From an optimization exercise on the open Yosys and OpenROAD flow, aimed at a short achievable clock period and few clock cycles; shortcuts taken in it are not production practice. Only simulation tests tie the RTL to the original design; equivalence was not proved. The clock port is modelled as an ideal driver, which makes a skipped or thinned clock tree look cheaper than it is; a real chip needs a root buffer or a tree. Power figures rest on the tool's default switching activity, not on a simulated workload.

maple:
==> flow/design.v (excerpt) <==
module console_buffer (
  input  logic       clk,
  input  logic       rst,
  input  logic       i_char_stb,
  input  logic [7:0] i_char,
  input  logic       i_alt_func_en,
  input  logic [2:0] i_tab_count,
  input  logic       i_clear_screen_stb,
  output logic       o_wr_char_rdy,
  input  logic       i_read_frame_stb,
  input  logic       i_char_req_en,
  output logic       o_char_rdy,
  output logic [7:0] o_char
);
==> module cursor_writer, before the edit <==
module cursor_writer (
  input  logic        clk,
  input  logic        i_print,
  input  logic        i_bs,
  input  logic        i_tab,
  input  logic        i_nl,
  input  logic [7:0]  i_tab_oh,
  input  logic [6:0]  i_tab_th,
  input  logic        i_clr,
  output logic [3:0]  o_line_oh,    
  output logic [3:0]  o_wrap_oh,    
  output logic [15:0] o_print_col,  
  output logic [15:0] o_blank_col,  
  output logic        o_clr,        
  output logic [7:0]  o_ch,
  output logic [3:0]  o_top_oh,     
  output logic        o_top0_print,  
  output logic        o_top0_kill,   
  input  logic [7:0]  i_ch
);
  localparam int W = console_geom_pkg::LINE_WIDTH;
  localparam int S = console_geom_pkg::SLOTS;
  logic [S-1:0] line_oh;
  logic [W-1:0] col_oh;    
  logic [S-1:0] top_oh;
  logic [1:0]   moves;     
  logic [W-1:0] bs_col;    
  logic [7:0]   shift;     
  logic [6:0]   reach;     
  logic [W-1:0] col_nxt;
  logic [S-1:0] nxt_oh;
  logic         wrap;
  always_comb begin
    shift    = i_tab ? i_tab_oh : 8'(!(i_print || i_bs || i_nl));
    shift[1] = shift[1] | i_print;
    reach    = i_tab ? i_tab_th : '0;
    reach[0] = reach[0] | i_print;
    for (int c = 0; c < W; c++) begin
      bs_col[c] = (c == W - 1) ? 1'b0 : col_oh[c+1];
    end
    bs_col[0] = col_oh[1] | col_oh[0];
    wrap = i_nl;
    for (int k = 0; k < 7; k++) begin
      wrap = wrap | (col_oh[W-1-k] & reach[k]);
    end
    for (int c = 0; c < W; c++) begin
      col_nxt[c] = i_bs & bs_col[c];
      for (int k = 0; k < 8; k++) begin
        if (c - k >= 0) col_nxt[c] = col_nxt[c] | (col_oh[c-k] & shift[k]);
      end
    end
    col_nxt[0] = col_nxt[0] | wrap;
  end
  assign nxt_oh = {line_oh[S-2:0], line_oh[S-1]};
  assign o_top_oh = top_oh;
  always_ff @(posedge clk) begin
    o_clr       <= i_clr;
    o_ch        <= i_ch;
    o_line_oh   <= line_oh;
    o_wrap_oh   <= wrap ? nxt_oh : '0;
    o_print_col <= i_print ? col_oh : '0;
    o_blank_col <= i_bs ? bs_col : '0;
    o_top0_print <= !i_clr && (moves == 2'd0) && i_print && col_oh[0];
    o_top0_kill  <= i_clr || ((moves == 2'd0) && i_bs && bs_col[0]);
  end
  always_ff @(posedge clk) begin
    if (i_clr) begin
      line_oh <= S'(1);
      col_oh  <= W'(1);
      top_oh  <= S'(1);
      moves   <= '0;
    end else begin
      col_oh <= col_nxt;
      if (wrap) begin
        line_oh <= nxt_oh;
        if (moves == 2'd3) begin
          top_oh <= {top_oh[S-2:0], top_oh[S-1]};
        end else begin
          moves <= moves + 2'd1;
        end
      end
    end
  end
endmodule
==> module char_ram, before the edit <==
module char_ram (
  input  logic         clk,
  input  logic         i_clr,         
  input  logic [3:0]   i_line_oh,
  input  logic [3:0]   i_wrap_oh,     
  input  logic [15:0]  i_print_col,
  input  logic [15:0]  i_blank_col,
  input  logic [7:0]   i_ch,
  input  logic [3:0]   i_rot_oh,      
  output logic [31:0]  o_col0,        
  output logic [31:0]  o_col1         
);
  localparam int W = console_geom_pkg::LINE_WIDTH;
  localparam int S = console_geom_pkg::SLOTS;
  logic [127:0] mem   [S];
  logic [127:0] mem_d [S];
  always_comb begin
    for (int l = 0; l < S; l++) begin
      for (int c = 0; c < W; c++) begin
        if (i_clr || i_wrap_oh[l] || (i_line_oh[l] && i_blank_col[c])) begin
          mem_d[l][8*c +: 8] = console_code_pkg::BLANK_CHAR;
        end else if (i_line_oh[l] && i_print_col[c]) begin
          mem_d[l][8*c +: 8] = i_ch;
        end else if (i_rot_oh[l]) begin
          mem_d[l][8*c +: 8] = mem[l][8*((c+1)%W) +: 8];
        end else begin
          mem_d[l][8*c +: 8] = mem[l][8*c +: 8];
        end
      end
    end
  end
  always_ff @(posedge clk) begin
    for (int l = 0; l < S; l++) begin
      mem[l] <= mem_d[l];
    end
  end
  always_comb begin
    for (int l = 0; l < S; l++) begin
      o_col0[8*l +: 8] = mem[l][7:0];
      o_col1[8*l +: 8] = mem[l][15:8];
    end
  end
endmodule
==> module console_buffer, before the edit <==
module console_buffer (
  input  logic       clk,
  input  logic       rst,
  input  logic       i_char_stb,
  input  logic [7:0] i_char,
  input  logic       i_alt_func_en,
  input  logic [2:0] i_tab_count,
  input  logic       i_clear_screen_stb,
  output logic       o_wr_char_rdy,
  input  logic       i_read_frame_stb,
  input  logic       i_char_req_en,
  output logic       o_char_rdy,
  output logic [7:0] o_char
);
  logic         print, bs, tab, nl, clr, clr_w;
  logic [7:0]   ch, ch_w;
  logic         top0_print, top0_kill;
  logic [7:0]   tab_oh;
  logic [6:0]   tab_th;
  logic [15:0]  print_col, blank_col;
  logic [3:0]   line_oh, wrap_oh, top_oh, rot_oh;
  logic [31:0]  col0, col1;
  char_decoder u_char_decoder (
    .clk(clk), .rst(rst),
    .i_char_stb(i_char_stb), .i_char(i_char), .i_alt_func_en(i_alt_func_en),
    .i_tab_count(i_tab_count), .i_clear_screen_stb(i_clear_screen_stb),
    .o_wr_char_rdy(o_wr_char_rdy),
    .o_print(print), .o_bs(bs), .o_tab(tab), .o_nl(nl), .o_ch(ch),
    .o_tab_oh(tab_oh), .o_tab_th(tab_th), .o_clr(clr)
  );
  cursor_writer u_cursor_writer (
    .clk(clk),
    .i_print(print), .i_bs(bs), .i_tab(tab), .i_nl(nl),
    .i_tab_oh(tab_oh), .i_tab_th(tab_th), .i_clr(clr),
    .o_line_oh(line_oh), .o_wrap_oh(wrap_oh), .o_print_col(print_col),
    .o_blank_col(blank_col), .o_clr(clr_w), .o_ch(ch_w),
    .o_top_oh(top_oh), .o_top0_print(top0_print), .o_top0_kill(top0_kill), .i_ch(ch)
  );
  char_ram u_char_ram (
    .clk(clk), .i_clr(clr_w),
    .i_line_oh(line_oh), .i_wrap_oh(wrap_oh), .i_print_col(print_col),
    .i_blank_col(blank_col), .i_ch(ch_w),
    .i_rot_oh(rot_oh), .o_col0(col0), .o_col1(col1)
  );
  frame_reader u_frame_reader (
    .clk(clk), .rst(rst),
    .i_read_frame_stb(i_read_frame_stb), .i_char_req_en(i_char_req_en),
    .i_top_oh(top_oh), .i_col0(col0), .i_col1(col1), .i_ch(ch_w), .i_top0_print(top0_print), .i_top0_kill(top0_kill),
    .o_rot_oh(rot_oh), .o_char_rdy(o_char_rdy), .o_char(o_char)
  );
endmodule
Settings: LEC_CHECK=0, ABC_CLOCK_PERIOD_IN_PS=1500, CAP_MARGIN=20, CORE_MARGIN=2, CORE_UTILIZATION=55, SETUP_SLACK_MARGIN=3.4, SLEW_MARGIN=20, SYNTH_MEMORY_MAX_BITS=4096, TNS_END_PERCENT=100; clock period 5.0 ns.
standard.sh (not shown) runs the stock make flow with config.mk's settings and CLKGATE_MAP_FILE= SYNTH_SCRIPT=/design/flow/synth_recipe.tcl, a recipe that flattens the netlist after the stock synthesis.
==> flow/flow/run.sh <==
#!/bin/bash
# The standard layout, with the clock tree replaced after CTS by a two-level inverter tree (flow/post_cts.tcl).
# make's output goes to standard.log; each ORFS step keeps its own log under orfs/logs.
set -euo pipefail
here=$(pwd)
export POST_CTS_TCL="$here/flow/post_cts.tcl"
bash standard.sh > "$here/standard.log" 2>&1
Other scripts of this flow, unchanged in this note and not shown: flow/flow/post_cts.tcl
maple | stages: all done | timing, DRC, antenna: all pass
Testbench counts of maple, summed over its fixed seeds: cycles 30,826.
### maple -> pine
--- a/flow/design.v
+++ b/flow/design.v
@@ -93,14 +93,13 @@
   input  logic        i_nl,
   input  logic [7:0]  i_tab_oh,
   input  logic [6:0]  i_tab_th,
   input  logic        i_clr,
   output logic [3:0]  o_line_oh,    
-  output logic [3:0]  o_wrap_oh,    
+  output logic [3:0]  o_kill_oh,    
   output logic [15:0] o_print_col,  
   output logic [15:0] o_blank_col,  
-  output logic        o_clr,        
   output logic [7:0]  o_ch,
   output logic [3:0]  o_top_oh,     
   output logic        o_top0_print,  
   output logic        o_top0_kill,   
   input  logic [7:0]  i_ch
@@ -139,14 +138,13 @@
     col_nxt[0] = col_nxt[0] | wrap;
   end
   assign nxt_oh = {line_oh[S-2:0], line_oh[S-1]};
   assign o_top_oh = top_oh;
   always_ff @(posedge clk) begin
-    o_clr       <= i_clr;
     o_ch        <= i_ch;
     o_line_oh   <= line_oh;
-    o_wrap_oh   <= wrap ? nxt_oh : '0;
+    o_kill_oh   <= i_clr ? '1 : wrap ? nxt_oh : '0;
     o_print_col <= i_print ? col_oh : '0;
     o_blank_col <= i_bs ? bs_col : '0;
     o_top0_print <= !i_clr && (moves == 2'd0) && i_print && col_oh[0];
     o_top0_kill  <= i_clr || ((moves == 2'd0) && i_bs && bs_col[0]);
   end
@@ -170,13 +168,12 @@
   end
 endmodule
 `timescale 1ns/1ns
 module char_ram (
   input  logic         clk,
-  input  logic         i_clr,         
   input  logic [3:0]   i_line_oh,
-  input  logic [3:0]   i_wrap_oh,     
+  input  logic [3:0]   i_kill_oh,     
   input  logic [15:0]  i_print_col,
   input  logic [15:0]  i_blank_col,
   input  logic [7:0]   i_ch,
   input  logic [3:0]   i_rot_oh,      
   output logic [31:0]  o_col0,        
@@ -187,11 +184,11 @@
   logic [127:0] mem   [S];
   logic [127:0] mem_d [S];
   always_comb begin
     for (int l = 0; l < S; l++) begin
       for (int c = 0; c < W; c++) begin
-        if (i_clr || i_wrap_oh[l] || (i_line_oh[l] && i_blank_col[c])) begin
+        if (i_kill_oh[l] || (i_line_oh[l] && i_blank_col[c])) begin
           mem_d[l][8*c +: 8] = console_code_pkg::BLANK_CHAR;
         end else if (i_line_oh[l] && i_print_col[c]) begin
           mem_d[l][8*c +: 8] = i_ch;
         end else if (i_rot_oh[l]) begin
           mem_d[l][8*c +: 8] = mem[l][8*((c+1)%W) +: 8];
@@ -304,17 +301,17 @@
   input  logic       i_read_frame_stb,
   input  logic       i_char_req_en,
   output logic       o_char_rdy,
   output logic [7:0] o_char
 );
-  logic         print, bs, tab, nl, clr, clr_w;
+  logic         print, bs, tab, nl, clr;
   logic [7:0]   ch, ch_w;
   logic         top0_print, top0_kill;
   logic [7:0]   tab_oh;
   logic [6:0]   tab_th;
   logic [15:0]  print_col, blank_col;
-  logic [3:0]   line_oh, wrap_oh, top_oh, rot_oh;
+  logic [3:0]   line_oh, kill_oh, top_oh, rot_oh;
   logic [31:0]  col0, col1;
   char_decoder u_char_decoder (
     .clk(clk), .rst(rst),
     .i_char_stb(i_char_stb), .i_char(i_char), .i_alt_func_en(i_alt_func_en),
     .i_tab_count(i_tab_count), .i_clear_screen_stb(i_clear_screen_stb),
@@ -324,17 +321,17 @@
   );
   cursor_writer u_cursor_writer (
     .clk(clk),
     .i_print(print), .i_bs(bs), .i_tab(tab), .i_nl(nl),
     .i_tab_oh(tab_oh), .i_tab_th(tab_th), .i_clr(clr),
-    .o_line_oh(line_oh), .o_wrap_oh(wrap_oh), .o_print_col(print_col),
-    .o_blank_col(blank_col), .o_clr(clr_w), .o_ch(ch_w),
+    .o_line_oh(line_oh), .o_kill_oh(kill_oh), .o_print_col(print_col),
+    .o_blank_col(blank_col), .o_ch(ch_w),
     .o_top_oh(top_oh), .o_top0_print(top0_print), .o_top0_kill(top0_kill), .i_ch(ch)
   );
   char_ram u_char_ram (
-    .clk(clk), .i_clr(clr_w),
-    .i_line_oh(line_oh), .i_wrap_oh(wrap_oh), .i_print_col(print_col),
+    .clk(clk),
+    .i_line_oh(line_oh), .i_kill_oh(kill_oh), .i_print_col(print_col),
     .i_blank_col(blank_col), .i_ch(ch_w),
     .i_rot_oh(rot_oh), .o_col0(col0), .o_col1(col1)
   );
   frame_reader u_frame_reader (
     .clk(clk), .rst(rst),
## What came out
Looking at initial antenna violation count, pine sits 3 higher than maple does.
Diff pine..maple | final hold slack | negligible
There was hardly any difference in starting density of the core between maple and pine.
| part of the total power dissipated in combinational logic | pine vs maple | 0.4 points higher |
Against maple, pine comes in 3.3 ps lower on post-route worst setup slack.
Looking at maple and pine, the part of the cycle the worst path needs is a wash.
When pine is measured against maple, its fraction of the core area covered by cells at the end of the flow turns out 0.33 points higher.
Cell area | pine vs maple | pine larger
Testbench counts of pine, summed over its fixed seeds: cycles 30,826.
In every run of this note, the design's own scripts or RTL, not TritonCTS, make the clock network.

## what the ideal ports hide
No port has a modelled driver above. Below, the same layouts with a new extraction and two added sets of constraints. Step 1 sets driving cells, clkbuf_16 on the clock port and buf_2 on the other inputs (assumed; they add their load-dependent delay and slew). Step 2 also shifts input and output timing later by t, the mid clock arrival at the registers, as if the neighbouring blocks saw the same clock. Slacks: ideal ports / drivers / drivers and shift; pairs: ideal ports / drivers.
| run | t, ns | slack for setup (ns) | hold slack, ns | slew at the worst register clock pin (ns) |
|---|---|---|---|---|
| maple | 0.494 | 3.318 / 3.061 / 3.116 | 0.328 / 0.328 / 0.328 | 0.10 / 0.11 |
| pine | 0.503 | 3.315 / 3.050 / 3.130 | 0.330 / 0.330 / 0.330 | 0.12 / 0.12 |
After both steps setup and hold are still met in every run listed. For maple, which loses most, drivers alone change the setup slack by -0.257 ns; drivers and shift together by -0.202 ns.
